Source: an optimization exercise on an open RTL-to-GDS flow (aim: small area and few clock cycles per item). Production flows keep margins and buffers that such runs may drop.
Only simulation tests tie the RTL to the original design; equivalence was not proved.

## flow/design.v (module list and top-level ports; edited modules follow where they fit)
// module srgbxy_lin_rom: 1164 lines
// module srgbxy_div: 44 lines
// module srgbxy_sel: 216 lines
// module srgbxy_sel0: 180 lines
// module srgbxy_csa: 12 lines
// module srgbxy_hsa: 11 lines
// module srgbxy_fa: 10 lines
// module srgbxy_ha: 9 lines
// module srgbxy_han: 9 lines
// module srgbxy_fa1: 9 lines
// module srgbxy_fa1n: 9 lines
// module srgbxy_xor2: 3 lines
// module srgbxy_xnor2: 3 lines
// module srgbxy_or2: 3 lines
// module srgbxy_nor2: 3 lines
// module srgbxy_nand2: 3 lines
// module srgbxy_cpa_tx: 312 lines
// module srgbxy_cpa_ty: 312 lines
// module srgbxy_cpa_tt: 291 lines
// module srgbxy_mul3: 12 lines
// module srgbxy_sign41: 318 lines
// module srgbxy_qsum: 110 lines
// module srgb_to_xy_chromaticity: 1333 lines
module srgb_to_xy_chromaticity #(
  parameter int COMPONENT_BITS  = 8,
  parameter int COORD_FRAC_BITS = 16
) (
  input  logic                      clk,
  input  logic                      rst,
  input  logic                      in_valid,
  output logic                      in_ready,
  input  logic [COMPONENT_BITS-1:0] red,
  input  logic [COMPONENT_BITS-1:0] green,
  input  logic [COMPONENT_BITS-1:0] blue,
  output logic                      out_valid,
  input  logic                      out_ready,
  output logic [srgbxy_pkg::OUT_W-1:0] chroma_x,
  output logic [srgbxy_pkg::OUT_W-1:0] chroma_y,
  output logic                      black_input
);
  // ...
==> flow/run.sh <==
#!/bin/bash
# synth_recipe.tcl (not shown) runs the flow's synth.tcl, then flattens the netlist and writes it again
# the make line also repeats each setting of config.mk as NAME=value (left out here)
make -C /OpenROAD-flow-scripts/flow DESIGN_CONFIG=/design/flow/config.mk WORK_HOME=/design/flow/orfs CLKGATE_MAP_FILE= SYNTH_SCRIPT=/design/flow/synth_recipe.tcl finish
==> flow/config.mk <==
export PLATFORM = sky130hd
export DESIGN_NAME = srgb_to_xy_chromaticity
export DESIGN_NICKNAME = srgb_to_xy_chromaticity
export VERILOG_FILES = /design/flow/design.v
export SDC_FILE = /design/flow/constraint.sdc
export NUM_CORES = 8
export LEC_CHECK = 0
export CAP_MARGIN = 20
export CORE_MARGIN = 2
export CORE_UTILIZATION = 50
export CTS_BUF_LIST = sky130_fd_sc_hd__clkbuf_4 sky130_fd_sc_hd__clkbuf_8
export CTS_CLUSTER_DIAMETER = 60
export CTS_CLUSTER_SIZE = 16
export GPL_TIMING_DRIVEN = 0
export SETUP_SLACK_MARGIN = 0.1
export SLEW_MARGIN = 20
export SYNTH_HIERARCHICAL = 1
==> flow/constraint.sdc <==
create_clock -name core_clock -period 8.0 [get_ports {clk}]
set_input_delay 1.6000 -clock core_clock [delete_from_list [all_inputs] [get_ports {clk}]]
set_output_delay 1.6000 -clock core_clock [all_outputs]
set_load 0.01 [all_outputs]
==> results.yml, run 1 <==
layout:
  final_util: 0.542
  multi_input_area_share: 0.640
  instances_no_fill: 12578
  nonClockBufferCount: 634
  layout.nonclk_buf_frac: 0.0410
  nFillCells: 18204
  syn_to_final_growth_pct: 7.52
cts:
  ctsHoldBuffers: 0
  root_buffer: "clkbuf_8"
  clk_pin_slew_worst_paths_ns: 0.09
  h-tree-depth: 3
  post_cts_resize_count: 43
sta:
  fin_worst_skew_ns: 0.140
  setup_tns_ns: 0
  setup_viol: 0
  maxClockFrequency_mhz: 130
  finalCriticalPeriod_ns: 7.69
global_routing:
  grt.met3_usage: 0.0830
  antenna_found_initial: 25
  grt_max_degree: 38
  grt_usage: 0.358
setup_path:
  cp-endpoint: "g_pt[7].sy[28]$_DFF_P_"
  cp_max_fo: 10
  r2r_start: "g_pt[5].sy[32]$_DFF_P_"
  crit_path_start: "g_pt[5].sy[32]$_DFF_P_"
  cp.required_ns: 8.91
flow_run:
  max_cap_viol_count: 0
placement:
  dp_slack_ns: -1.41
  dpl_cell_area_um2: 109000
die:
  die_h_um: 462
  start_util: 0.504
status:
  status: "timing/DRC/antenna clean"
logic_synthesis:
  synthesis.area_um2: 105000
Testbench counts, summed over its fixed seeds: cycles 16,064, items 16,000.
==> module srgbxy_sel, before the edit <==
module srgbxy_sel(a, b, i, pos, neg, m1, m2);
  input [6:0] a;
  wire [6:0] a;
  input [6:0] b;
  wire [6:0] b;
  input [2:0] i;
  wire [2:0] i;
  output pos;
  wire pos;
  output neg;
  wire neg;
  output m1;
  wire m1;
  output m2;
  wire m2;
  wire _000_;
  wire _001_;
  wire _002_;
  wire _003_;
  wire _004_;
  wire _005_;
  wire _006_;
  wire _007_;
  wire _008_;
  wire _009_;
  wire _010_;
  wire _011_;
  wire _012_;
  wire _013_;
  wire _014_;
  wire _015_;
  wire _016_;
  wire _017_;
  wire _018_;
  wire _019_;
  wire _020_;
  wire _021_;
  wire _022_;
  wire _023_;
  wire _024_;
  wire _025_;
  wire _026_;
  wire _027_;
  wire _028_;
  wire _029_;
  wire _030_;
  wire _031_;
  wire _032_;
  wire _033_;
  wire _034_;
  wire _035_;
  wire _036_;
  wire _037_;
  wire _038_;
  wire _039_;
  wire _040_;
  wire _041_;
  wire _042_;
  wire _043_;
  wire _044_;
  wire _045_;
  wire _046_;
  wire _047_;
  wire _048_;
  wire _049_;
  wire _050_;
  wire _051_;
  wire _052_;
  wire _053_;
  wire _054_;
  wire _055_;
  wire _056_;
  wire _057_;
  wire _058_;
  wire _059_;
  wire _060_;
  wire _061_;
  wire _062_;
  wire _063_;
  wire _064_;
  wire _065_;
  wire _066_;
  wire _067_;
  wire _068_;
  wire _069_;
  wire _070_;
  wire _071_;
  wire _072_;
  wire _073_;
  wire _074_;
  wire _075_;
  wire _076_;
  wire _077_;
  wire _078_;
  wire _079_;
  wire _080_;
  wire _081_;
  wire _082_;
  wire _083_;
  wire _084_;
  wire _085_;
  wire _086_;
  wire _087_;
  wire _088_;
  wire _089_;
  wire _090_;
  wire _091_;
  wire _092_;
  wire _093_;
  wire _094_;
  wire _095_;
  wire _096_;
  wire ge1;
  assign _026_ = 4'h6 >> { a[4], b[4] };
  assign _027_ = 4'h7 >> { a[1], b[1] };
  assign _028_ = 4'h8 >> { a[0], b[0] };
  assign _029_ = 4'h9 >> { a[1], b[1] };
  assign _030_ = 4'h4 >> { _028_, _029_ };
  assign _031_ = 4'hb >> { _027_, _030_ };
  assign _032_ = 4'h9 >> { a[2], b[2] };
  assign _033_ = 4'h6 >> { a[3], b[3] };
  assign _034_ = 4'hb >> { _033_, _032_ };
  assign _035_ = 4'hb >> { _031_, _034_ };
  assign _036_ = 4'h8 >> { a[3], b[3] };
  assign _037_ = 4'h7 >> { a[2], b[2] };
  assign _038_ = 4'h4 >> { _033_, _037_ };
  assign _039_ = 4'he >> { _036_, _038_ };
  assign _040_ = 4'h4 >> { _035_, _039_ };
  assign _041_ = 4'h6 >> { _026_, _040_ };
  assign _042_ = 4'h8 >> { a[4], b[4] };
  assign _043_ = 4'h4 >> { _026_, _040_ };
  assign _044_ = 4'h1 >> { _042_, _043_ };
  assign _045_ = 4'h9 >> { a[5], b[5] };
  assign _046_ = 4'h6 >> { _044_, _045_ };
  assign _047_ = 4'hb >> { _046_, _041_ };
  assign _048_ = 4'he >> i[2:1];
  assign _049_ = 4'h1 >> { _048_, i[0] };
  assign _050_ = 4'h4 >> { _031_, _032_ };
  assign _051_ = 4'h4 >> { _037_, _050_ };
  assign _052_ = 4'h6 >> { _033_, _051_ };
  assign _053_ = 4'h6 >> { _031_, _032_ };
  assign _054_ = 4'he >> { _052_, _053_ };
  assign _055_ = 4'he >> { _054_, _047_ };
  assign _056_ = 4'h4 >> { _046_, _052_ };
  assign _057_ = 4'h6 >> { _028_, _029_ };
  assign _058_ = 4'h8 >> { _057_, _053_ };
  assign _059_ = 4'h4 >> { _058_, i[2] };
  assign _060_ = 4'he >> { _041_, _049_ };
  assign _061_ = 4'he >> { _059_, _060_ };
  assign _062_ = 4'h4 >> { _056_, _061_ };
  assign _063_ = 4'h8 >> { a[5], b[5] };
  assign _064_ = 4'h4 >> { _042_, _045_ };
  assign _065_ = 4'he >> { _063_, _064_ };
  assign _066_ = 4'h4 >> { _026_, _045_ };
  assign _067_ = 4'h4 >> { _066_, _040_ };
  assign _068_ = 4'he >> { _065_, _067_ };
  assign _069_ = 4'h6 >> { a[6], b[6] };
  assign _070_ = 4'h9 >> { _068_, _069_ };
  assign _071_ = 4'he >> { _062_, _070_ };
  assign neg = 4'h4 >> { _055_, _071_ };
  assign _072_ = 4'h4 >> { _047_, _070_ };
  assign _073_ = 4'h7 >> i[1:0];
  assign _074_ = 4'hb >> { i[2], _073_ };
  assign _075_ = 4'hb >> i[1:0];
  assign _076_ = 4'hb >> { i[2], _075_ };
  assign _077_ = 4'h9 >> { a[0], b[0] };
  assign _078_ = 4'h1 >> { _029_, _077_ };
  assign _079_ = 4'h4 >> { _078_, _076_ };
  assign _080_ = 4'h4 >> { _053_, _079_ };
  assign _081_ = 4'h8 >> { _057_, _077_ };
  assign _082_ = 4'hb >> i[2:1];
  assign _083_ = 4'he >> { i[0], _082_ };
  assign _084_ = 4'he >> { _081_, _083_ };
  assign _085_ = 4'h4 >> { i[0], _082_ };
  assign _086_ = 4'hb >> { _076_, _085_ };
  assign _087_ = 4'h4 >> { _078_, _073_ };
  assign _088_ = 4'he >> { _086_, _087_ };
  assign _089_ = 4'h4 >> { _084_, _088_ };
  assign _090_ = 4'he >> { _080_, _089_ };
  assign _091_ = 4'h4 >> { _041_, _090_ };
  assign _092_ = 4'h4 >> { _074_, _091_ };
  assign _093_ = 4'h4 >> { _056_, _092_ };
  assign _094_ = 4'h4 >> { _072_, _093_ };
  assign _095_ = 4'h8 >> { _052_, _053_ };
  assign _096_ = 4'h4 >> { _095_, _070_ };
  assign _000_ = 4'hb >> { i[0], _048_ };
  assign _001_ = 4'h1 >> { _081_, _000_ };
  assign _002_ = 4'he >> { _078_, _048_ };
  assign _003_ = 4'he >> { _001_, _002_ };
  assign _004_ = 4'h4 >> { _096_, _003_ };
  assign _005_ = 4'he >> { _094_, _004_ };
  assign _006_ = 4'h4 >> { neg, _005_ };
  assign _007_ = 4'h8 >> { i[2], _052_ };
  assign _008_ = 4'h8 >> { _057_, _007_ };
  assign _009_ = 4'he >> { _095_, _008_ };
  assign _010_ = 4'hb >> { _041_, _046_ };
  assign _011_ = 4'h4 >> { _009_, _010_ };
  assign pos = 4'h4 >> { _070_, _011_ };
  assign _012_ = 4'h4 >> { _086_, _053_ };
  assign _013_ = 4'h1 >> { _083_, _058_ };
  assign _014_ = 4'he >> { _012_, _013_ };
  assign _015_ = 4'h4 >> { _007_, _014_ };
  assign _016_ = 4'he >> { _041_, _015_ };
  assign _017_ = 4'he >> { _057_, _000_ };
  assign _018_ = 4'h8 >> { _089_, _078_ };
  assign _019_ = 4'he >> { _049_, _018_ };
  assign _020_ = 4'h4 >> { _017_, _019_ };
  assign _021_ = 4'he >> { _054_, _020_ };
  assign _022_ = 4'hb >> { _021_, _046_ };
  assign _023_ = 4'h4 >> { _016_, _022_ };
  assign _024_ = 4'h8 >> { pos, _023_ };
  assign m1 = 4'he >> { _006_, _024_ };
  assign _025_ = 4'h4 >> { _070_, _023_ };
  assign m2 = 4'he >> { _005_, _025_ };
  assign ge1 = pos;
endmodule
==> module srgbxy_sel0, before the edit <==
module srgbxy_sel0(a, i, pos, neg, m1, m2);
  input [6:0] a;
  wire [6:0] a;
  input [2:0] i;
  wire [2:0] i;
  output pos;
  wire pos;
  output neg;
  wire neg;
  output m1;
  wire m1;
  output m2;
  wire m2;
  wire _000_;
  wire _001_;
  wire _002_;
  wire _003_;
  wire _004_;
  wire _005_;
  wire _006_;
  wire _007_;
  wire _008_;
  wire _009_;
  wire _010_;
  wire _011_;
  wire _012_;
  wire _013_;
  wire _014_;
  wire _015_;
  wire _016_;
  wire _017_;
  wire _018_;
  wire _019_;
  wire _020_;
  wire _021_;
  wire _022_;
  wire _023_;
  wire _024_;
  wire _025_;
  wire _026_;
  wire _027_;
  wire _028_;
  wire _029_;
  wire _030_;
  wire _031_;
  wire _032_;
  wire _033_;
  wire _034_;
  wire _035_;
  wire _036_;
  wire _037_;
  wire _038_;
  wire _039_;
  wire _040_;
  wire _041_;
  wire _042_;
  wire _043_;
  wire _044_;
  wire _045_;
  wire _046_;
  wire _047_;
  wire _048_;
  wire _049_;
  wire _050_;
  wire _051_;
  wire _052_;
  wire _053_;
  wire _054_;
  wire _055_;
  wire _056_;
  wire _057_;
  wire _058_;
  wire _059_;
  wire _060_;
  wire _061_;
  wire _062_;
  wire _063_;
  wire _064_;
  wire _065_;
  wire _066_;
  wire _067_;
  wire _068_;
  wire _069_;
  wire _070_;
  wire _071_;
  wire _072_;
  wire _073_;
  wire _074_;
  wire _075_;
  wire _076_;
  wire _077_;
  wire _078_;
  wire [6:0] est;
  wire ge1;
  assign _005_ = 4'he >> { i[0], i[1] };
  assign _006_ = 4'h1 >> { _005_, i[2] };
  assign _007_ = 4'h8 >> a[4:3];
  assign _008_ = 4'h7 >> { a[5], _007_ };
  assign _009_ = 4'h1 >> { a[2], i[2] };
  assign _010_ = 4'h4 >> { _009_, a[1] };
  assign _011_ = 4'he >> { _008_, _010_ };
  assign _012_ = 4'he >> { _006_, _011_ };
  assign _013_ = 4'h8 >> a[5:4];
  assign _014_ = 4'h7 >> a[3:2];
  assign _015_ = 4'hb >> { _013_, _014_ };
  assign _016_ = 4'h7 >> { _012_, _015_ };
  assign neg = 4'h4 >> { a[6], _016_ };
  assign _017_ = 4'h4 >> { a[6], _013_ };
  assign _018_ = 4'hb >> i[1:0];
  assign _019_ = 4'h1 >> { a[0], a[1] };
  assign _020_ = 4'hb >> { i[0], i[1] };
  assign _021_ = 4'h8 >> { _019_, _020_ };
  assign _022_ = 4'hb >> { a[2], _021_ };
  assign _023_ = 4'h7 >> { _018_, _022_ };
  assign _024_ = 4'h7 >> { a[0], a[1] };
  assign _025_ = 4'h8 >> { a[2], i[2] };
  assign _026_ = 4'h4 >> { _024_, _025_ };
  assign _027_ = 4'h8 >> { a[5], a[3] };
  assign _028_ = 4'h1 >> { a[4], _009_ };
  assign _029_ = 4'h7 >> { _027_, _028_ };
  assign _030_ = 4'he >> { _026_, _029_ };
  assign _031_ = 4'h4 >> { _023_, _030_ };
  assign _032_ = 4'h4 >> { _017_, _031_ };
  assign _033_ = 4'h7 >> { i[0], i[1] };
  assign _034_ = 4'h4 >> { i[2], _033_ };
  assign _035_ = 4'h4 >> { _033_, i[2] };
  assign _036_ = 4'he >> { _035_, _032_ };
  assign _037_ = 4'h4 >> { _017_, _027_ };
  assign _038_ = 4'h4 >> { _034_, _037_ };
  assign _039_ = 4'hb >> { _006_, _024_ };
  assign _040_ = 4'he >> { i[2], _020_ };
  assign _041_ = 4'h1 >> { _019_, _040_ };
  assign _042_ = 4'h4 >> { _039_, _041_ };
  assign _043_ = 4'he >> a[3:2];
  assign _044_ = 4'h4 >> { a[6], i[1] };
  assign _045_ = 4'h4 >> { _044_, _043_ };
  assign _046_ = 4'h4 >> { _035_, _045_ };
  assign _047_ = 4'hb >> { _042_, _046_ };
  assign _048_ = 4'h4 >> { _047_, _017_ };
  assign _049_ = 4'he >> { _038_, _048_ };
  assign _050_ = 4'h4 >> { _036_, _049_ };
  assign _051_ = 4'h4 >> { neg, _050_ };
  assign _052_ = 8'h5d >> { a[1], i[2], a[2] };
  assign _053_ = 4'he >> a[5:4];
  assign _054_ = 4'he >> { a[3], _053_ };
  assign _055_ = 4'h4 >> { _052_, _054_ };
  assign pos = 4'h1 >> { _055_, a[6] };
  assign _056_ = 4'h4 >> { _014_, _053_ };
  assign _057_ = 4'h1 >> { _056_, a[6] };
  assign _058_ = 4'hb >> { a[1], _040_ };
  assign _059_ = 4'h4 >> { _024_, _053_ };
  assign _060_ = 4'h4 >> { _035_, _059_ };
  assign _061_ = 4'he >> { _006_, _060_ };
  assign _062_ = 4'h4 >> { _058_, _061_ };
  assign _063_ = 4'h4 >> { _057_, _062_ };
  assign _064_ = 4'h1 >> { a[5], _007_ };
  assign _065_ = 4'h1 >> { _064_, a[6] };
  assign _066_ = 4'he >> a[2:1];
  assign _067_ = 4'hb >> { a[4], a[6] };
  assign _068_ = 4'h2 >> { _067_, _066_ };
  assign _069_ = 4'he >> { _065_, _068_ };
  assign _070_ = 4'h2 >> { _005_, _069_ };
  assign _071_ = 4'h4 >> { a[5], a[6] };
  assign _072_ = 4'hb >> { _067_, _071_ };
  assign _073_ = 4'he >> { _034_, _072_ };
  assign _074_ = 4'he >> { _043_, _071_ };
  assign _075_ = 4'h7 >> { i[2], _005_ };
  assign _076_ = 4'h4 >> { _074_, _075_ };
  assign _077_ = 4'h4 >> { _033_, _076_ };
  assign _078_ = 4'h4 >> { _073_, _077_ };
  assign _000_ = 4'he >> { _070_, _078_ };
  assign _001_ = 4'he >> { _063_, _000_ };
  assign _002_ = 4'h4 >> { _034_, _065_ };
  assign _003_ = 4'h4 >> { _001_, _002_ };
  assign _004_ = 4'h4 >> { pos, _003_ };
  assign m1 = 4'he >> { _051_, _004_ };
  assign m2 = 4'he >> { _050_, _003_ };
  assign ge1 = pos;
  assign est = a;
endmodule
==> run 2: changes to the inputs <==
--- a/flow/design.v
+++ b/flow/design.v
@@ -1180,455 +1180,142 @@
   assign _0528_ = code[4] ? _0516_ : _0527_;
   assign _0529_ = _0147_ & ~(_0528_);
   assign _0530_ = _0529_ | _0525_;
   assign _0531_ = code[6] ? _0520_ : _0530_;
   assign lin[0] = _0066_ ? _0509_ : _0531_;
   assign _0533_ = _0350_ & ~(_0308_);
   assign lin[15] = code[7] & ~(_0533_);
 endmodule
-module srgbxy_div #(
+module srgbxy_dcsa #(
   parameter bit FIRST = 1'b0    
 ) (
   input  logic [40:0] a,
   input  logic [40:0] b,
   input  logic [37:0] tn,
+  input  logic [3:0]  q,       
   output logic [40:0] s,
-  output logic [40:0] c,
-  output logic        qneg,    
-  output logic        qm1,     
-  output logic        qm2      
+  output logic [40:0] c
 );
   logic        qpos;
   logic [40:0] tn1, tn2, mag, op, co;
+  assign qpos = q[3];
+  assign tn1  = {3'b000, tn};
+  assign tn2  = {2'b00, tn, 1'b0};
+  assign mag  = ({41{q[0]}} & tn1) | ({41{q[1]}} & tn2);
+  assign op   = mag ^ {41{qpos}};
   if (FIRST) begin : g_first
-    srgbxy_sel0 u_sel (
-      .a   (a[40:34]),
-      .i   (tn[36:34]),
-      .pos (qpos),
-      .neg (qneg),
-      .m1  (qm1),
-      .m2  (qm2)
-    );
     srgbxy_csa #(.W(23)) u_csa (.a(a[22:0]), .b(b[22:0]), .c(op[22:0]), .s(s[22:0]), .co(co[22:0]));
     srgbxy_hsa #(.W(18)) u_hsa (.a(a[40:23]), .c(op[40:23]), .s(s[40:23]), .co(co[40:23]));
   end else begin : g_next
-    srgbxy_sel u_sel (
-      .a   (a[40:34]),
-      .b   (b[40:34]),
-      .i   (tn[36:34]),
-      .pos (qpos),
-      .neg (qneg),
-      .m1  (qm1),
-      .m2  (qm2)
-    );
     srgbxy_csa #(.W(39)) u_csa (.a(a[40:2]), .b(b[40:2]), .c(op[40:2]), .s(s[40:2]), .co(co[40:2]));
     srgbxy_hsa #(.W(2)) u_hsa (.a(a[1:0]), .c(op[1:0]), .s(s[1:0]), .co(co[1:0]));
   end
-  assign tn1 = {3'b000, tn};
-  assign tn2 = {2'b00, tn, 1'b0};
-  assign mag = ({41{qm1}} & tn1) | ({41{qm2}} & tn2);
-  assign op  = mag ^ {41{qpos}};
   assign c = {co[39:0], qpos};
 endmodule
-module srgbxy_sel(a, b, i, pos, neg, m1, m2);
-  input [6:0] a;
-  wire [6:0] a;
-  input [6:0] b;
-  wire [6:0] b;
-  input [2:0] i;
-  wire [2:0] i;
-  output pos;
-  wire pos;
-  output neg;
-  wire neg;
-  output m1;
-  wire m1;
-  output m2;
-  wire m2;
-  wire _000_;
-  wire _001_;
-  wire _002_;
-  wire _003_;
-  wire _004_;
-  wire _005_;
-  wire _006_;
-  wire _007_;
-  wire _008_;
-  wire _009_;
-  wire _010_;
-  wire _011_;
-  wire _012_;
-  wire _013_;
-  wire _014_;
-  wire _015_;
-  wire _016_;
-  wire _017_;
-  wire _018_;
-  wire _019_;
-  wire _020_;
-  wire _021_;
-  wire _022_;
-  wire _023_;
-  wire _024_;
-  wire _025_;
-  wire _026_;
-  wire _027_;
-  wire _028_;
-  wire _029_;
-  wire _030_;
-  wire _031_;
-  wire _032_;
-  wire _033_;
-  wire _034_;
-  wire _035_;
-  wire _036_;
-  wire _037_;
-  wire _038_;
-  wire _039_;
-  wire _040_;
-  wire _041_;
-  wire _042_;
-  wire _043_;
-  wire _044_;
-  wire _045_;
-  wire _046_;
-  wire _047_;
-  wire _048_;
-  wire _049_;
-  wire _050_;
-  wire _051_;
-  wire _052_;
-  wire _053_;
-  wire _054_;
-  wire _055_;
-  wire _056_;
-  wire _057_;
-  wire _058_;
-  wire _059_;
-  wire _060_;
-  wire _061_;
-  wire _062_;
-  wire _063_;
-  wire _064_;
-  wire _065_;
-  wire _066_;
-  wire _067_;
-  wire _068_;
-  wire _069_;
-  wire _070_;
-  wire _071_;
-  wire _072_;
-  wire _073_;
-  wire _074_;
-  wire _075_;
-  wire _076_;
-  wire _077_;
-  wire _078_;
-  wire _079_;
-  wire _080_;
-  wire _081_;
-  wire _082_;
-  wire _083_;
-  wire _084_;
-  wire _085_;
-  wire _086_;
-  wire _087_;
-  wire _088_;
-  wire _089_;
-  wire _090_;
-  wire _091_;
-  wire _092_;
-  wire _093_;
-  wire _094_;
-  wire _095_;
-  wire _096_;
-  wire ge1;
-  assign _026_ = 4'h6 >> { a[4], b[4] };
-  assign _027_ = 4'h7 >> { a[1], b[1] };
-  assign _028_ = 4'h8 >> { a[0], b[0] };
-  assign _029_ = 4'h9 >> { a[1], b[1] };
-  assign _030_ = 4'h4 >> { _028_, _029_ };
-  assign _031_ = 4'hb >> { _027_, _030_ };
-  assign _032_ = 4'h9 >> { a[2], b[2] };
-  assign _033_ = 4'h6 >> { a[3], b[3] };
-  assign _034_ = 4'hb >> { _033_, _032_ };
-  assign _035_ = 4'hb >> { _031_, _034_ };
-  assign _036_ = 4'h8 >> { a[3], b[3] };
-  assign _037_ = 4'h7 >> { a[2], b[2] };
-  assign _038_ = 4'h4 >> { _033_, _037_ };
-  assign _039_ = 4'he >> { _036_, _038_ };
-  assign _040_ = 4'h4 >> { _035_, _039_ };
-  assign _041_ = 4'h6 >> { _026_, _040_ };
-  assign _042_ = 4'h8 >> { a[4], b[4] };
-  assign _043_ = 4'h4 >> { _026_, _040_ };
-  assign _044_ = 4'h1 >> { _042_, _043_ };
-  assign _045_ = 4'h9 >> { a[5], b[5] };
-  assign _046_ = 4'h6 >> { _044_, _045_ };
-  assign _047_ = 4'hb >> { _046_, _041_ };
-  assign _048_ = 4'he >> i[2:1];
-  assign _049_ = 4'h1 >> { _048_, i[0] };
-  assign _050_ = 4'h4 >> { _031_, _032_ };
-  assign _051_ = 4'h4 >> { _037_, _050_ };
-  assign _052_ = 4'h6 >> { _033_, _051_ };
-  assign _053_ = 4'h6 >> { _031_, _032_ };
-  assign _054_ = 4'he >> { _052_, _053_ };
-  assign _055_ = 4'he >> { _054_, _047_ };
-  assign _056_ = 4'h4 >> { _046_, _052_ };
-  assign _057_ = 4'h6 >> { _028_, _029_ };
-  assign _058_ = 4'h8 >> { _057_, _053_ };
-  assign _059_ = 4'h4 >> { _058_, i[2] };
-  assign _060_ = 4'he >> { _041_, _049_ };
-  assign _061_ = 4'he >> { _059_, _060_ };
-  assign _062_ = 4'h4 >> { _056_, _061_ };
-  assign _063_ = 4'h8 >> { a[5], b[5] };
-  assign _064_ = 4'h4 >> { _042_, _045_ };
-  assign _065_ = 4'he >> { _063_, _064_ };
-  assign _066_ = 4'h4 >> { _026_, _045_ };
-  assign _067_ = 4'h4 >> { _066_, _040_ };
-  assign _068_ = 4'he >> { _065_, _067_ };
-  assign _069_ = 4'h6 >> { a[6], b[6] };
-  assign _070_ = 4'h9 >> { _068_, _069_ };
-  assign _071_ = 4'he >> { _062_, _070_ };
-  assign neg = 4'h4 >> { _055_, _071_ };
-  assign _072_ = 4'h4 >> { _047_, _070_ };
-  assign _073_ = 4'h7 >> i[1:0];
-  assign _074_ = 4'hb >> { i[2], _073_ };
-  assign _075_ = 4'hb >> i[1:0];
-  assign _076_ = 4'hb >> { i[2], _075_ };
-  assign _077_ = 4'h9 >> { a[0], b[0] };
-  assign _078_ = 4'h1 >> { _029_, _077_ };
-  assign _079_ = 4'h4 >> { _078_, _076_ };
-  assign _080_ = 4'h4 >> { _053_, _079_ };
-  assign _081_ = 4'h8 >> { _057_, _077_ };
-  assign _082_ = 4'hb >> i[2:1];
-  assign _083_ = 4'he >> { i[0], _082_ };
-  assign _084_ = 4'he >> { _081_, _083_ };
-  assign _085_ = 4'h4 >> { i[0], _082_ };
-  assign _086_ = 4'hb >> { _076_, _085_ };
-  assign _087_ = 4'h4 >> { _078_, _073_ };
-  assign _088_ = 4'he >> { _086_, _087_ };
-  assign _089_ = 4'h4 >> { _084_, _088_ };
-  assign _090_ = 4'he >> { _080_, _089_ };
-  assign _091_ = 4'h4 >> { _041_, _090_ };
-  assign _092_ = 4'h4 >> { _074_, _091_ };
-  assign _093_ = 4'h4 >> { _056_, _092_ };
-  assign _094_ = 4'h4 >> { _072_, _093_ };
-  assign _095_ = 4'h8 >> { _052_, _053_ };
-  assign _096_ = 4'h4 >> { _095_, _070_ };
-  assign _000_ = 4'hb >> { i[0], _048_ };
-  assign _001_ = 4'h1 >> { _081_, _000_ };
-  assign _002_ = 4'he >> { _078_, _048_ };
-  assign _003_ = 4'he >> { _001_, _002_ };
-  assign _004_ = 4'h4 >> { _096_, _003_ };
-  assign _005_ = 4'he >> { _094_, _004_ };
-  assign _006_ = 4'h4 >> { neg, _005_ };
-  assign _007_ = 4'h8 >> { i[2], _052_ };
-  assign _008_ = 4'h8 >> { _057_, _007_ };
-  assign _009_ = 4'he >> { _095_, _008_ };
-  assign _010_ = 4'hb >> { _041_, _046_ };
-  assign _011_ = 4'h4 >> { _009_, _010_ };
-  assign pos = 4'h4 >> { _070_, _011_ };
-  assign _012_ = 4'h4 >> { _086_, _053_ };
-  assign _013_ = 4'h1 >> { _083_, _058_ };
-  assign _014_ = 4'he >> { _012_, _013_ };
-  assign _015_ = 4'h4 >> { _007_, _014_ };
-  assign _016_ = 4'he >> { _041_, _015_ };
-  assign _017_ = 4'he >> { _057_, _000_ };
-  assign _018_ = 4'h8 >> { _089_, _078_ };
-  assign _019_ = 4'he >> { _049_, _018_ };
-  assign _020_ = 4'h4 >> { _017_, _019_ };
-  assign _021_ = 4'he >> { _054_, _020_ };
-  assign _022_ = 4'hb >> { _021_, _046_ };
-  assign _023_ = 4'h4 >> { _016_, _022_ };
-  assign _024_ = 4'h8 >> { pos, _023_ };
-  assign m1 = 4'he >> { _006_, _024_ };
-  assign _025_ = 4'h4 >> { _070_, _023_ };
-  assign m2 = 4'he >> { _005_, _025_ };
-  assign ge1 = pos;
-endmodule
-module srgbxy_sel0(a, i, pos, neg, m1, m2);
-  input [6:0] a;
-  wire [6:0] a;
-  input [2:0] i;
-  wire [2:0] i;
-  output pos;
-  wire pos;
-  output neg;
-  wire neg;
-  output m1;
-  wire m1;
-  output m2;
-  wire m2;
-  wire _000_;
-  wire _001_;
-  wire _002_;
-  wire _003_;
-  wire _004_;
-  wire _005_;
-  wire _006_;
-  wire _007_;
-  wire _008_;
-  wire _009_;
-  wire _010_;
-  wire _011_;
-  wire _012_;
-  wire _013_;
-  wire _014_;
-  wire _015_;
-  wire _016_;
-  wire _017_;
-  wire _018_;
-  wire _019_;
-  wire _020_;
-  wire _021_;
-  wire _022_;
-  wire _023_;
-  wire _024_;
-  wire _025_;
-  wire _026_;
-  wire _027_;
-  wire _028_;
-  wire _029_;
-  wire _030_;
-  wire _031_;
-  wire _032_;
-  wire _033_;
-  wire _034_;
-  wire _035_;
-  wire _036_;
-  wire _037_;
-  wire _038_;
-  wire _039_;
-  wire _040_;
-  wire _041_;
-  wire _042_;
-  wire _043_;
-  wire _044_;
-  wire _045_;
-  wire _046_;
-  wire _047_;
-  wire _048_;
-  wire _049_;
-  wire _050_;
-  wire _051_;
-  wire _052_;
-  wire _053_;
-  wire _054_;
-  wire _055_;
-  wire _056_;
-  wire _057_;
-  wire _058_;
-  wire _059_;
-  wire _060_;
-  wire _061_;
-  wire _062_;
-  wire _063_;
-  wire _064_;
-  wire _065_;
-  wire _066_;
-  wire _067_;
-  wire _068_;
-  wire _069_;
-  wire _070_;
-  wire _071_;
-  wire _072_;
-  wire _073_;
-  wire _074_;
-  wire _075_;
-  wire _076_;
-  wire _077_;
-  wire _078_;
-  wire [6:0] est;
-  wire ge1;
-  assign _005_ = 4'he >> { i[0], i[1] };
-  assign _006_ = 4'h1 >> { _005_, i[2] };
-  assign _007_ = 4'h8 >> a[4:3];
-  assign _008_ = 4'h7 >> { a[5], _007_ };
-  assign _009_ = 4'h1 >> { a[2], i[2] };
-  assign _010_ = 4'h4 >> { _009_, a[1] };
-  assign _011_ = 4'he >> { _008_, _010_ };
-  assign _012_ = 4'he >> { _006_, _011_ };
-  assign _013_ = 4'h8 >> a[5:4];
-  assign _014_ = 4'h7 >> a[3:2];
-  assign _015_ = 4'hb >> { _013_, _014_ };
-  assign _016_ = 4'h7 >> { _012_, _015_ };
-  assign neg = 4'h4 >> { a[6], _016_ };
-  assign _017_ = 4'h4 >> { a[6], _013_ };
-  assign _018_ = 4'hb >> i[1:0];
-  assign _019_ = 4'h1 >> { a[0], a[1] };
-  assign _020_ = 4'hb >> { i[0], i[1] };
-  assign _021_ = 4'h8 >> { _019_, _020_ };
-  assign _022_ = 4'hb >> { a[2], _021_ };
-  assign _023_ = 4'h7 >> { _018_, _022_ };
-  assign _024_ = 4'h7 >> { a[0], a[1] };
-  assign _025_ = 4'h8 >> { a[2], i[2] };
-  assign _026_ = 4'h4 >> { _024_, _025_ };
-  assign _027_ = 4'h8 >> { a[5], a[3] };
-  assign _028_ = 4'h1 >> { a[4], _009_ };
-  assign _029_ = 4'h7 >> { _027_, _028_ };
-  assign _030_ = 4'he >> { _026_, _029_ };
-  assign _031_ = 4'h4 >> { _023_, _030_ };
-  assign _032_ = 4'h4 >> { _017_, _031_ };
-  assign _033_ = 4'h7 >> { i[0], i[1] };
-  assign _034_ = 4'h4 >> { i[2], _033_ };
-  assign _035_ = 4'h4 >> { _033_, i[2] };
-  assign _036_ = 4'he >> { _035_, _032_ };
-  assign _037_ = 4'h4 >> { _017_, _027_ };
-  assign _038_ = 4'h4 >> { _034_, _037_ };
-  assign _039_ = 4'hb >> { _006_, _024_ };
-  assign _040_ = 4'he >> { i[2], _020_ };
-  assign _041_ = 4'h1 >> { _019_, _040_ };
-  assign _042_ = 4'h4 >> { _039_, _041_ };
-  assign _043_ = 4'he >> a[3:2];
-  assign _044_ = 4'h4 >> { a[6], i[1] };
-  assign _045_ = 4'h4 >> { _044_, _043_ };
-  assign _046_ = 4'h4 >> { _035_, _045_ };
-  assign _047_ = 4'hb >> { _042_, _046_ };
-  assign _048_ = 4'h4 >> { _047_, _017_ };
-  assign _049_ = 4'he >> { _038_, _048_ };
-  assign _050_ = 4'h4 >> { _036_, _049_ };
-  assign _051_ = 4'h4 >> { neg, _050_ };
-  assign _052_ = 8'h5d >> { a[1], i[2], a[2] };
-  assign _053_ = 4'he >> a[5:4];
-  assign _054_ = 4'he >> { a[3], _053_ };
-  assign _055_ = 4'h4 >> { _052_, _054_ };
-  assign pos = 4'h1 >> { _055_, a[6] };
-  assign _056_ = 4'h4 >> { _014_, _053_ };
-  assign _057_ = 4'h1 >> { _056_, a[6] };
-  assign _058_ = 4'hb >> { a[1], _040_ };
-  assign _059_ = 4'h4 >> { _024_, _053_ };
-  assign _060_ = 4'h4 >> { _035_, _059_ };
-  assign _061_ = 4'he >> { _006_, _060_ };
-  assign _062_ = 4'h4 >> { _058_, _061_ };
-  assign _063_ = 4'h4 >> { _057_, _062_ };
-  assign _064_ = 4'h1 >> { a[5], _007_ };
-  assign _065_ = 4'h1 >> { _064_, a[6] };
-  assign _066_ = 4'he >> a[2:1];
-  assign _067_ = 4'hb >> { a[4], a[6] };
-  assign _068_ = 4'h2 >> { _067_, _066_ };
-  assign _069_ = 4'he >> { _065_, _068_ };
-  assign _070_ = 4'h2 >> { _005_, _069_ };
-  assign _071_ = 4'h4 >> { a[5], a[6] };
-  assign _072_ = 4'hb >> { _067_, _071_ };
-  assign _073_ = 4'he >> { _034_, _072_ };
-  assign _074_ = 4'he >> { _043_, _071_ };
-  assign _075_ = 4'h7 >> { i[2], _005_ };
-  assign _076_ = 4'h4 >> { _074_, _075_ };
-  assign _077_ = 4'h4 >> { _033_, _076_ };
-  assign _078_ = 4'h4 >> { _073_, _077_ };
-  assign _000_ = 4'he >> { _070_, _078_ };
-  assign _001_ = 4'he >> { _063_, _000_ };
-  assign _002_ = 4'h4 >> { _034_, _065_ };
-  assign _003_ = 4'h4 >> { _001_, _002_ };
-  assign _004_ = 4'h4 >> { pos, _003_ };
-  assign m1 = 4'he >> { _051_, _004_ };
-  assign m2 = 4'he >> { _050_, _003_ };
-  assign ge1 = pos;
-  assign est = a;
+module srgbxy_sel (
+  input  logic [6:0] a,
+  input  logic [6:0] b,
+  input  logic [2:0] i,
+  output logic [3:0] q     
+);
+  logic [6:0] g, p;
+  srgbxy_pg7  u_pg (.a(a), .b(b), .g(g), .p(p));
+  srgbxy_selr u_r  (.g(g), .p(p), .i(i), .q(q));
+endmodule
+module srgbxy_pg7 (
+  input  logic [6:0] a,
+  input  logic [6:0] b,
+  output logic [6:0] g,
+  output logic [6:0] p
+);
+  assign g = a & b;
+  assign p = a ^ b;
+endmodule
+module srgbxy_selr (
+  input  logic [6:0] g,
+  input  logic [6:0] p,
+  input  logic [2:0] i,
+  output logic [3:0] q
+);
+  logic [5:0] g1, p1, g2, p2;
+  logic [6:0] c;
+  assign g1[0] = g[0];
+  assign p1[0] = p[0];
+  for (genvar k = 1; k < 6; k++) begin : g_l1
+    assign g1[k] = g[k] | (p[k] & g[k-1]);
+    assign p1[k] = p[k] & p[k-1];
+  end
+  assign g2[1:0] = g1[1:0];
+  assign p2[1:0] = p1[1:0];
+  for (genvar k = 2; k < 6; k++) begin : g_l2
+    assign g2[k] = g1[k] | (p1[k] & g1[k-2]);
+    assign p2[k] = p1[k] & p1[k-2];
+  end
+  assign c[0]   = 1'b0;
+  assign c[4:1] = g2[3:0];
+  assign c[5]   = g2[4] | (p2[4] & g2[0]);
+  assign c[6]   = g2[5] | (p2[5] & g2[1]);
+  logic [6:0] est;
+  assign est = p ^ c;
+  logic signed [6:0] e;
+  logic              ge2, ge1, ge0, gem1;
+  assign e = est;
+  always_comb begin
+    case (i)
+      3'd0:    begin ge2 = e >= 7'sd12; gem1 = e >= -7'sd13; end
+      3'd1:    begin ge2 = e >= 7'sd14; gem1 = e >= -7'sd15; end
+      3'd2:    begin ge2 = e >= 7'sd15; gem1 = e >= -7'sd16; end
+      3'd3:    begin ge2 = e >= 7'sd16; gem1 = e >= -7'sd17; end
+      3'd4:    begin ge2 = e >= 7'sd18; gem1 = e >= -7'sd19; end
+      3'd5:    begin ge2 = e >= 7'sd20; gem1 = e >= -7'sd20; end
+      3'd6:    begin ge2 = e >= 7'sd20; gem1 = e >= -7'sd21; end
+      default: begin ge2 = e >= 7'sd24; gem1 = e >= -7'sd24; end
+    endcase
+  end
+  assign ge1 = i[2] ? (e >= 7'sd6) : (e >= 7'sd4);
+  assign ge0 = (i == 3'd0) ? (e >= -7'sd4) : i[2] ? (e >= -7'sd8) : (e >= -7'sd6);
+  assign q[3] = ge1;
+  assign q[2] = ~ge0;
+  assign q[1] = ge2 | ~gem1;
+  assign q[0] = (ge1 & ~ge2) | (gem1 & ~ge0);
+endmodule
+module srgbxy_sel0 (
+  input  logic [6:0] a,
+  input  logic [2:0] i,
+  output logic [3:0] q
+);
+  srgbxy_selt u_t (.est(a), .i(i), .q(q));
+endmodule
+module srgbxy_selt (
+  input  logic [6:0] est,
+  input  logic [2:0] i,
+  output logic [3:0] q
+);
+  logic signed [6:0] e;
+  logic              ge2, ge1, ge0, gem1;
+  assign e = est;
+  always_comb begin
+    case (i)
+      3'd0:    begin ge2 = e >= 7'sd12; gem1 = e >= -7'sd13; end
+      3'd1:    begin ge2 = e >= 7'sd14; gem1 = e >= -7'sd15; end
+      3'd2:    begin ge2 = e >= 7'sd15; gem1 = e >= -7'sd16; end
+      3'd3:    begin ge2 = e >= 7'sd16; gem1 = e >= -7'sd17; end
+      3'd4:    begin ge2 = e >= 7'sd18; gem1 = e >= -7'sd19; end
+      3'd5:    begin ge2 = e >= 7'sd20; gem1 = e >= -7'sd20; end
+      3'd6:    begin ge2 = e >= 7'sd20; gem1 = e >= -7'sd21; end
+      default: begin ge2 = e >= 7'sd24; gem1 = e >= -7'sd24; end
+    endcase
+  end
+  assign ge1 = i[2] ? (e >= 7'sd6) : (e >= 7'sd4);
+  assign ge0 = (i == 3'd0) ? (e >= -7'sd4) : i[2] ? (e >= -7'sd8) : (e >= -7'sd6);
+  assign q[3] = ge1;
+  assign q[2] = ~ge0;
+  assign q[1] = ge2 | ~gem1;
+  assign q[0] = (ge1 & ~ge2) | (gem1 & ~ge0);
 endmodule
 module srgbxy_csa #(
   parameter int W = 8
 ) (
   input  logic [W-1:0] a,
   input  logic [W-1:0] b,
   input  logic [W-1:0] c,
   output logic [W-1:0] s,
@@ -4262,121 +3949,170 @@
   srgbxy_fa u_tt_w628 (.a(tt_w526), .b(tt_w435), .c(tt_w525), .s(tt_w628), .co(tt_w629));
   assign tt_w632 = ~m1_r[15];
   srgbxy_fa u_tt_w630 (.a(tt_w528), .b(tt_w527), .c(tt_w632), .s(tt_w630), .co(tt_w631));
   srgbxy_fa1 u_tt_w633 (.a(m1_r[15]), .b(tt_w529), .s(tt_w633), .co(tt_w634));
   srgbxy_cpa_tt u_tt_cpa (
     .a({tt_w634, tt_w633, tt_w630, tt_w628, tt_w626, tt_w623, tt_w620, tt_w617, tt_w614, tt_w611, tt_w608, tt_w605, tt_w602, tt_w599, tt_w596, tt_w593, tt_w590, tt_w587, tt_w584, tt_w581, tt_w578, tt_w575, tt_w572, tt_w569, tt_w566, tt_w563, tt_w560, tt_w557, tt_w554, tt_w551, tt_w548, tt_w545, tt_w542, tt_w539, tt_w536, tt_w533, tt_w530, m1_r[0]}),
     .b({1'b0, tt_w631, tt_w629, tt_w627, tt_w624, tt_w621, tt_w618, tt_w615, tt_w612, tt_w609, tt_w606, tt_w603, tt_w600, tt_w597, tt_w594, tt_w591, tt_w588, tt_w585, tt_w582, tt_w579, tt_w576, tt_w573, tt_w570, tt_w567, tt_w564, tt_w561, tt_w558, tt_w555, tt_w552, tt_w549, tt_w546, tt_w543, tt_w540, tt_w537, tt_w534, tt_w531, m1_r[0], m3_b[0]}),
     .y(ts1));
-  logic [39:0] r2_x, r2_y;
-  logic [37:0] r2_t;
+  logic [1:0]  s1;
+  logic [37:0] tn1;
+  logic [40:0] xn1, yn1;
+  always_comb begin
+    if (ts1[37])      s1 = 2'd0;
+    else if (ts1[36]) s1 = 2'd1;
+    else if (ts1[35]) s1 = 2'd2;
+    else              s1 = 2'd3;
+  end
+  assign tn1 = ts1 << s1;
+  assign xn1 = {xs1[39], xs1} << s1;
+  assign yn1 = {ys1[39], ys1} << s1;
+  logic [40:0] r2_x, r2_y;
+  logic [36:0] r2_t;
   logic        r2_blk, r2_v, r2_head;
   logic [23:0] r2_pix;
   always_ff @(posedge clk) begin
-    r2_x    <= xs1;
-    r2_y    <= ys1;
-    r2_t    <= ts1;
+    r2_x    <= xn1;
+    r2_y    <= yn1;
+    r2_t    <= tn1[36:0];
     r2_blk  <= r1_blk;
     r2_pix  <= r1_pix;
     r2_head <= r1_head;
   end
   always_ff @(posedge clk) begin
     if (rst) r2_v <= 1'b0;
     else     r2_v <= r1_v;
   end
-  logic [1:0]  s1;
-  logic [37:0] tn2;
-  logic [40:0] xn2, yn2;
-  always_comb begin
-    if (r2_t[37])      s1 = 2'd0;
-    else if (r2_t[36]) s1 = 2'd1;
-    else if (r2_t[35]) s1 = 2'd2;
-    else               s1 = 2'd3;
-  end
-  assign tn2 = r2_t << s1;
-  assign xn2 = {r2_x[39], r2_x} << s1;
-  assign yn2 = {r2_y[39], r2_y} << s1;
+  localparam logic [7:0] REG_SEL = 8'b0101_0100;
+  localparam logic [7:0] REG_CSA = 8'b0000_0000;
   for (genvar j = 0; j <= 8; j++) begin : g_pt
     logic [40:0] sx, cx, sy, cy;    
     logic [36:0] tn;                
     logic [23:0] dx, dy;            
     logic        blk, v, head;
     logic [23:0] pix;
   end
-  assign g_pt[0].sx   = xn2;
+  for (genvar j = 0; j < 8; j++) begin : g_md
+    logic [40:0] ax, bx, ay, by;    
+    logic [3:0]  qx, qy;            
+    logic [36:0] tn;
+    logic [23:0] dx, dy;            
+    logic        blk, v, head;
+    logic [23:0] pix;
+  end
+  assign g_pt[0].sx   = r2_x;
   assign g_pt[0].cx   = '0;
-  assign g_pt[0].sy   = yn2;
+  assign g_pt[0].sy   = r2_y;
   assign g_pt[0].cy   = '0;
-  assign g_pt[0].tn   = tn2[36:0];
+  assign g_pt[0].tn   = r2_t;
   assign g_pt[0].dx   = '0;
   assign g_pt[0].dy   = '0;
   assign g_pt[0].blk  = r2_blk;
   assign g_pt[0].v    = r2_v;
   assign g_pt[0].head = r2_head;
   assign g_pt[0].pix  = r2_pix;
   for (genvar j = 0; j < 8; j++) begin : g_step
     logic [1:0]  inj;
-    logic [37:0] tn;
+    logic [37:0] tn, tnm;
     logic [40:0] ax, bx, ay, by;
     logic [40:0] sx, cx, sy, cy;
-    logic        nx, m1x, m2x, ny, m1y, m2y;
+    logic [3:0]  qx, qy;
     logic [23:0] dx, dy;
-    assign tn     = {1'b1, g_pt[j].tn};
-    assign inj    = tn[16-2*j -: 2];
+    assign tn  = {1'b1, g_pt[j].tn};
+    assign inj = tn[16-2*j -: 2];
     if (j == 0) begin : g_first
       assign ax = g_pt[0].sx;
       assign bx = {18'd0, tn[37:17], inj};
       assign ay = g_pt[0].sy;
       assign by = {18'd0, tn[37:17], inj};
+      srgbxy_sel0 u_sx (.a(ax[40:34]), .i(tn[36:34]), .q(qx));
+      srgbxy_sel0 u_sy (.a(ay[40:34]), .i(tn[36:34]), .q(qy));
     end else begin : g_next
       assign ax = {g_pt[j].sx[38:0], inj};
       assign bx = {g_pt[j].cx[38:0], 2'b00};
       assign ay = {g_pt[j].sy[38:0], inj};
       assign by = {g_pt[j].cy[38:0], 2'b00};
+      srgbxy_sel u_sx (.a(ax[40:34]), .b(bx[40:34]), .i(tn[36:34]), .q(qx));
+      srgbxy_sel u_sy (.a(ay[40:34]), .b(by[40:34]), .i(tn[36:34]), .q(qy));
     end
-    srgbxy_div #(.FIRST(j == 0)) u_x (.a(ax), .b(bx), .tn(tn), .s(sx), .c(cx),
-                                      .qneg(nx), .qm1(m1x), .qm2(m2x));
-    srgbxy_div #(.FIRST(j == 0)) u_y (.a(ay), .b(by), .tn(tn), .s(sy), .c(cy),
-                                      .qneg(ny), .qm1(m1y), .qm2(m2y));
     always_comb begin
       dx = g_pt[j].dx;
       dy = g_pt[j].dy;
-      dx[3*(7-j) +: 3] = {nx, m2x, m1x};
-      dy[3*(7-j) +: 3] = {ny, m2y, m1y};
+      dx[3*(7-j) +: 3] = qx[2:0];
+      dy[3*(7-j) +: 3] = qy[2:0];
+    end
+    if (REG_SEL[j]) begin : g_rs
+      always_ff @(posedge clk) begin
+        g_md[j].ax   <= ax;
+        g_md[j].bx   <= bx;
+        g_md[j].ay   <= ay;
+        g_md[j].by   <= by;
+        g_md[j].qx   <= qx;
+        g_md[j].qy   <= qy;
+        g_md[j].tn   <= g_pt[j].tn;
+        g_md[j].dx   <= dx;
+        g_md[j].dy   <= dy;
+        g_md[j].blk  <= g_pt[j].blk;
+        g_md[j].head <= g_pt[j].head;
+        g_md[j].pix  <= g_pt[j].pix;
+      end
+      always_ff @(posedge clk) begin
+        if (rst) g_md[j].v <= 1'b0;
+        else     g_md[j].v <= g_pt[j].v;
+      end
+    end else begin : g_ws
+      assign g_md[j].ax   = ax;
+      assign g_md[j].bx   = bx;
+      assign g_md[j].ay   = ay;
+      assign g_md[j].by   = by;
+      assign g_md[j].qx   = qx;
+      assign g_md[j].qy   = qy;
+      assign g_md[j].tn   = g_pt[j].tn;
+      assign g_md[j].dx   = dx;
+      assign g_md[j].dy   = dy;
+      assign g_md[j].blk  = g_pt[j].blk;
+      assign g_md[j].v    = g_pt[j].v;
+      assign g_md[j].head = g_pt[j].head;
+      assign g_md[j].pix  = g_pt[j].pix;
     end
-    if (REGS[j]) begin : g_reg
+    assign tnm = {1'b1, g_md[j].tn};
+    srgbxy_dcsa #(.FIRST(j == 0)) u_x (.a(g_md[j].ax), .b(g_md[j].bx), .tn(tnm), .q(g_md[j].qx),
+                                       .s(sx), .c(cx));
+    srgbxy_dcsa #(.FIRST(j == 0)) u_y (.a(g_md[j].ay), .b(g_md[j].by), .tn(tnm), .q(g_md[j].qy),
+                                       .s(sy), .c(cy));
+    if (REG_CSA[j]) begin : g_rc
       always_ff @(posedge clk) begin
         g_pt[j+1].sx   <= sx;
         g_pt[j+1].cx   <= cx;
         g_pt[j+1].sy   <= sy;
         g_pt[j+1].cy   <= cy;
-        g_pt[j+1].tn   <= g_pt[j].tn;
-        g_pt[j+1].dx   <= dx;
-        g_pt[j+1].dy   <= dy;
-        g_pt[j+1].blk  <= g_pt[j].blk;
-        g_pt[j+1].head <= g_pt[j].head;
-        g_pt[j+1].pix  <= g_pt[j].pix;
+        g_pt[j+1].tn   <= g_md[j].tn;
+        g_pt[j+1].dx   <= g_md[j].dx;
+        g_pt[j+1].dy   <= g_md[j].dy;
+        g_pt[j+1].blk  <= g_md[j].blk;
+        g_pt[j+1].head <= g_md[j].head;
+        g_pt[j+1].pix  <= g_md[j].pix;
       end
       always_ff @(posedge clk) begin
         if (rst) g_pt[j+1].v <= 1'b0;
-        else     g_pt[j+1].v <= g_pt[j].v;
+        else     g_pt[j+1].v <= g_md[j].v;
       end
-    end else begin : g_wire
+    end else begin : g_wc
       assign g_pt[j+1].sx   = sx;
       assign g_pt[j+1].cx   = cx;
       assign g_pt[j+1].sy   = sy;
       assign g_pt[j+1].cy   = cy;
-      assign g_pt[j+1].tn   = g_pt[j].tn;
-      assign g_pt[j+1].dx   = dx;
-      assign g_pt[j+1].dy   = dy;
-      assign g_pt[j+1].blk  = g_pt[j].blk;
-      assign g_pt[j+1].v    = g_pt[j].v;
-      assign g_pt[j+1].head = g_pt[j].head;
-      assign g_pt[j+1].pix  = g_pt[j].pix;
+      assign g_pt[j+1].tn   = g_md[j].tn;
+      assign g_pt[j+1].dx   = g_md[j].dx;
+      assign g_pt[j+1].dy   = g_md[j].dy;
+      assign g_pt[j+1].blk  = g_md[j].blk;
+      assign g_pt[j+1].v    = g_md[j].v;
+      assign g_pt[j+1].head = g_md[j].head;
+      assign g_pt[j+1].pix  = g_md[j].pix;
     end
   end
   logic        negx, negy;
   logic [15:0] px, nx_, py, ny_, qx, qy;
   srgbxy_sign41 u_sgn_x (.a(g_pt[8].sx), .b(g_pt[8].cx), .y(negx));
   srgbxy_sign41 u_sgn_y (.a(g_pt[8].sy), .b(g_pt[8].cy), .y(negy));
   always_comb begin
     for (int k = 0; k < 8; k++) begin
==> run 2 against run 1 <==
Compared with the run above:
- still clean
- area after synthesis fell by 3.1%
- utilization fell by 0.14 points
- largest cell class unchanged
- clock-buffer cell count fell by 21
- clock skew fell by 0.060 ns
- worst hold slack got worse by 0.010 ns
- die area fell by 3.1%
==> results.yml, run 2 <==
sta:
  maxClockFrequency_mhz: 128
  fin_worst_skew_ns: 0.0798
  finalCriticalPeriod_ns: 7.79
  hold_ws_ns: 0.310
  finalHoldViolations: 0
  setup_tns_ns: 0
  finalWorstSetupSlack_ns: 0.207
  slew_violations: 0
  max_slew_margin: 0.191
  setup_viol: 0
  finalCritPeriodShare: 0.974
  rsz0062_at_grt: "yes"
  worst_slew_pin_slew_ns: 1.18
cts:
  clk_pin_slew_worst_paths_ns: 0.09
  cts.path.max_buffers: 3
  cts_tree: "done"
  cts_sinks: 1123
  root_buffer: "clkbuf_8"
  ctsHoldBuffers: 0
  clkLatencyLatePin_ns: 0.98
  cts_inserted_buffers: 105
  h-tree-depth: 3
setup_path:
  start_kind: "flip-flop"
  critPathBufInv: 5
  critPathMostFrequentCell: "ha_4"
  cp.required_ns: 8.83
  critPathTopFamily: "compound AO/OA/AOI/OAI gates"
  worstSetupEndpointType: "flip-flop"
  critPathArrivalTime_ns: 8.62
  crit_type: "reg2reg"
  regToRegSetupSlack_ns: 0.21
  cpMaxStageDelayCell: "fa_2"
  slowest_delay_ns: 0.50
  cp_max_fo: 10
die:
  start_util: 0.503
  die_w_um: 455
  num_io_pins: 63
  die_area_um2: 207000
  core_area_um2: 202000
  row_count: 165
  die_h_um: 455
layout:
  seqCellArea_um2: 23000
  layout-drive-gt1-share: 0.166
  final_util: 0.541
  final_nets: 11538
  syn_to_final_growth_pct: 7.57
  mostFrequentLayoutCell: "fa_1"
  multi_input_area_um2: 73700
  nFillCells: 17680
  final_cell_mix: "1311 x fa_1, 992 x dfxtp_1, 744 x xnor2_1, 494 x nor2_1, 485 x inv_1"
  design_area_um2: 109000
  instances_no_fill: 12452
logic_synthesis:
  synthCells: 9460
  synth_warnings: 9
  synthesis.area_um2: 101000
  syn_area_per_cell_um2: 10.7
placement:
  place_inst: 12237
  port_buffers: 61
  gp_congestion: 1.01
  post-dp-hpwl_um: 303000
  dp_slack_ns: -1.83
  dpl_cell_area_um2: 106000
global_routing:
  grt_pass1_vias: 80443
  grt-ovfl-total: 0
  grt_first_pass_wirelength_um: 555000
  antenna_found_initial: 23
  grt_usage: 0.368
  grt_max_degree: 42
drt:
  totalWireLength_um: 387000
  firstDrtPassIters: 6
  vias: 78708
  routed_via_density: 6.32
  ant_nets: 0
  drt_iter0_markers: 7714
  wire_per_inst_um: 31.0
  remaining_drc_errors: 0
min_path:
  hold_path_class: "reg2reg"
flow_run:
  max_cap_viol_count: 0
status:
  status: "timing/DRC/antenna clean"
==> run 2: timing repair <==
| item | 4_1_cts | 5_1_grt |
|---|---|---|
| gates cloned | 1 | 0 |
| setup buffers | 10 | 27 |
| gates resized for setup | 155 | 81 |
| setup endpoints to repair | 130 | 130 |
| pin swaps | 18 | 34 |
==> run 2: worst paths after layout <==
check        cells past startpoint               start                      end
max reg2reg                     32    r2_y[39]$_DFF_P_    g_md[2].qy[0]$_DFF_P_
min                              0  r2_pix[11]$_DFF_P_  g_md[2].pix[11]$_DFF_P_
max                             32    r2_y[39]$_DFF_P_    g_md[2].qy[0]$_DFF_P_
min reg2reg                      0  r2_pix[11]$_DFF_P_  g_md[2].pix[11]$_DFF_P_
==> run 2: worst reg2reg max path, delay by kind of cell, from the launching register on <==
kind,cells,cell delay [ns]
compound gates,12,2.51
fa+ha+maj,7,2.07
simple gates,6,1.62
buf+inv,5,0.80
flops,1,0.37
xor+xnor,2,0.33
==> run 2: per-layer routing <==
| metal | vias to the layer above | share of wire | track usage | wire (um) |
|---|---|---|---|---|
| met2 | 4022 | 0.46 | 0.588 | 176000 |
| met1 | 39863 | 0.40 | 0.475 | 156000 |
| met5 | - | 0.00015 | 0 | 57 |
| li1 | 33703 | - | - | - |
| met4 | 10 | 0.059 | 0.185 | 23000 |
| met3 | 1110 | 0.081 | 0.0709 | 31500 |
==> run 2: final cells by class <==
| type | instances | share of cell area |
|---|---|---|
| Antenna cell | 11 | 0.000252 |
| Buffer | 532 | 0.0346 |
| Clock buffer | 113 | 0.0141 |
| Clock inverter | 57 | 0.00695 |
| Inverter | 505 | 0.0174 |
| Multi-Input combinational cell | 7334 | 0.676 |
| Sequential cell | 1123 | 0.211 |
| Tap cell | 2672 | 0.0306 |
| Timing Repair Buffer | 105 | 0.00950 |
Testbench counts of run 2, summed over its fixed seeds: cycles 16,056, items 16,000.

-- separate check: timing with driven ports --
Ports are ideal in the flow. The routed layouts listed here were re-timed in OpenROAD.
Step 1 assumes that a clkbuf_16 drives the clock port and a buf_2 every other input.
Step 2, shift: input delay + t, output delay - t, t = (earliest + latest rising clock arrival at the registers) / 2. This alone moves slack from input paths to output paths.
a / b / c = ideal / step 1 / step 2; a / b = the first two.
run	shift t [ns]	setup WS [ns]	worst hold slack (ns)	slew at the worst register clock pin (ns)
run 1	1.046	0.306 / 0.306 / -0.435	0.320 / 0.320 / 0.320	0.11 / 0.11
run 2	1.022	0.207 / 0.207 / -0.339	0.310 / 0.310 / 0.310	0.11 / 0.11
With both steps, setup timing fails in run 1 and run 2, where it was met with ideal ports. The setup slack of run 1, which loses most, moves by 0.000 ns with the drivers and by -0.741 ns with both steps.
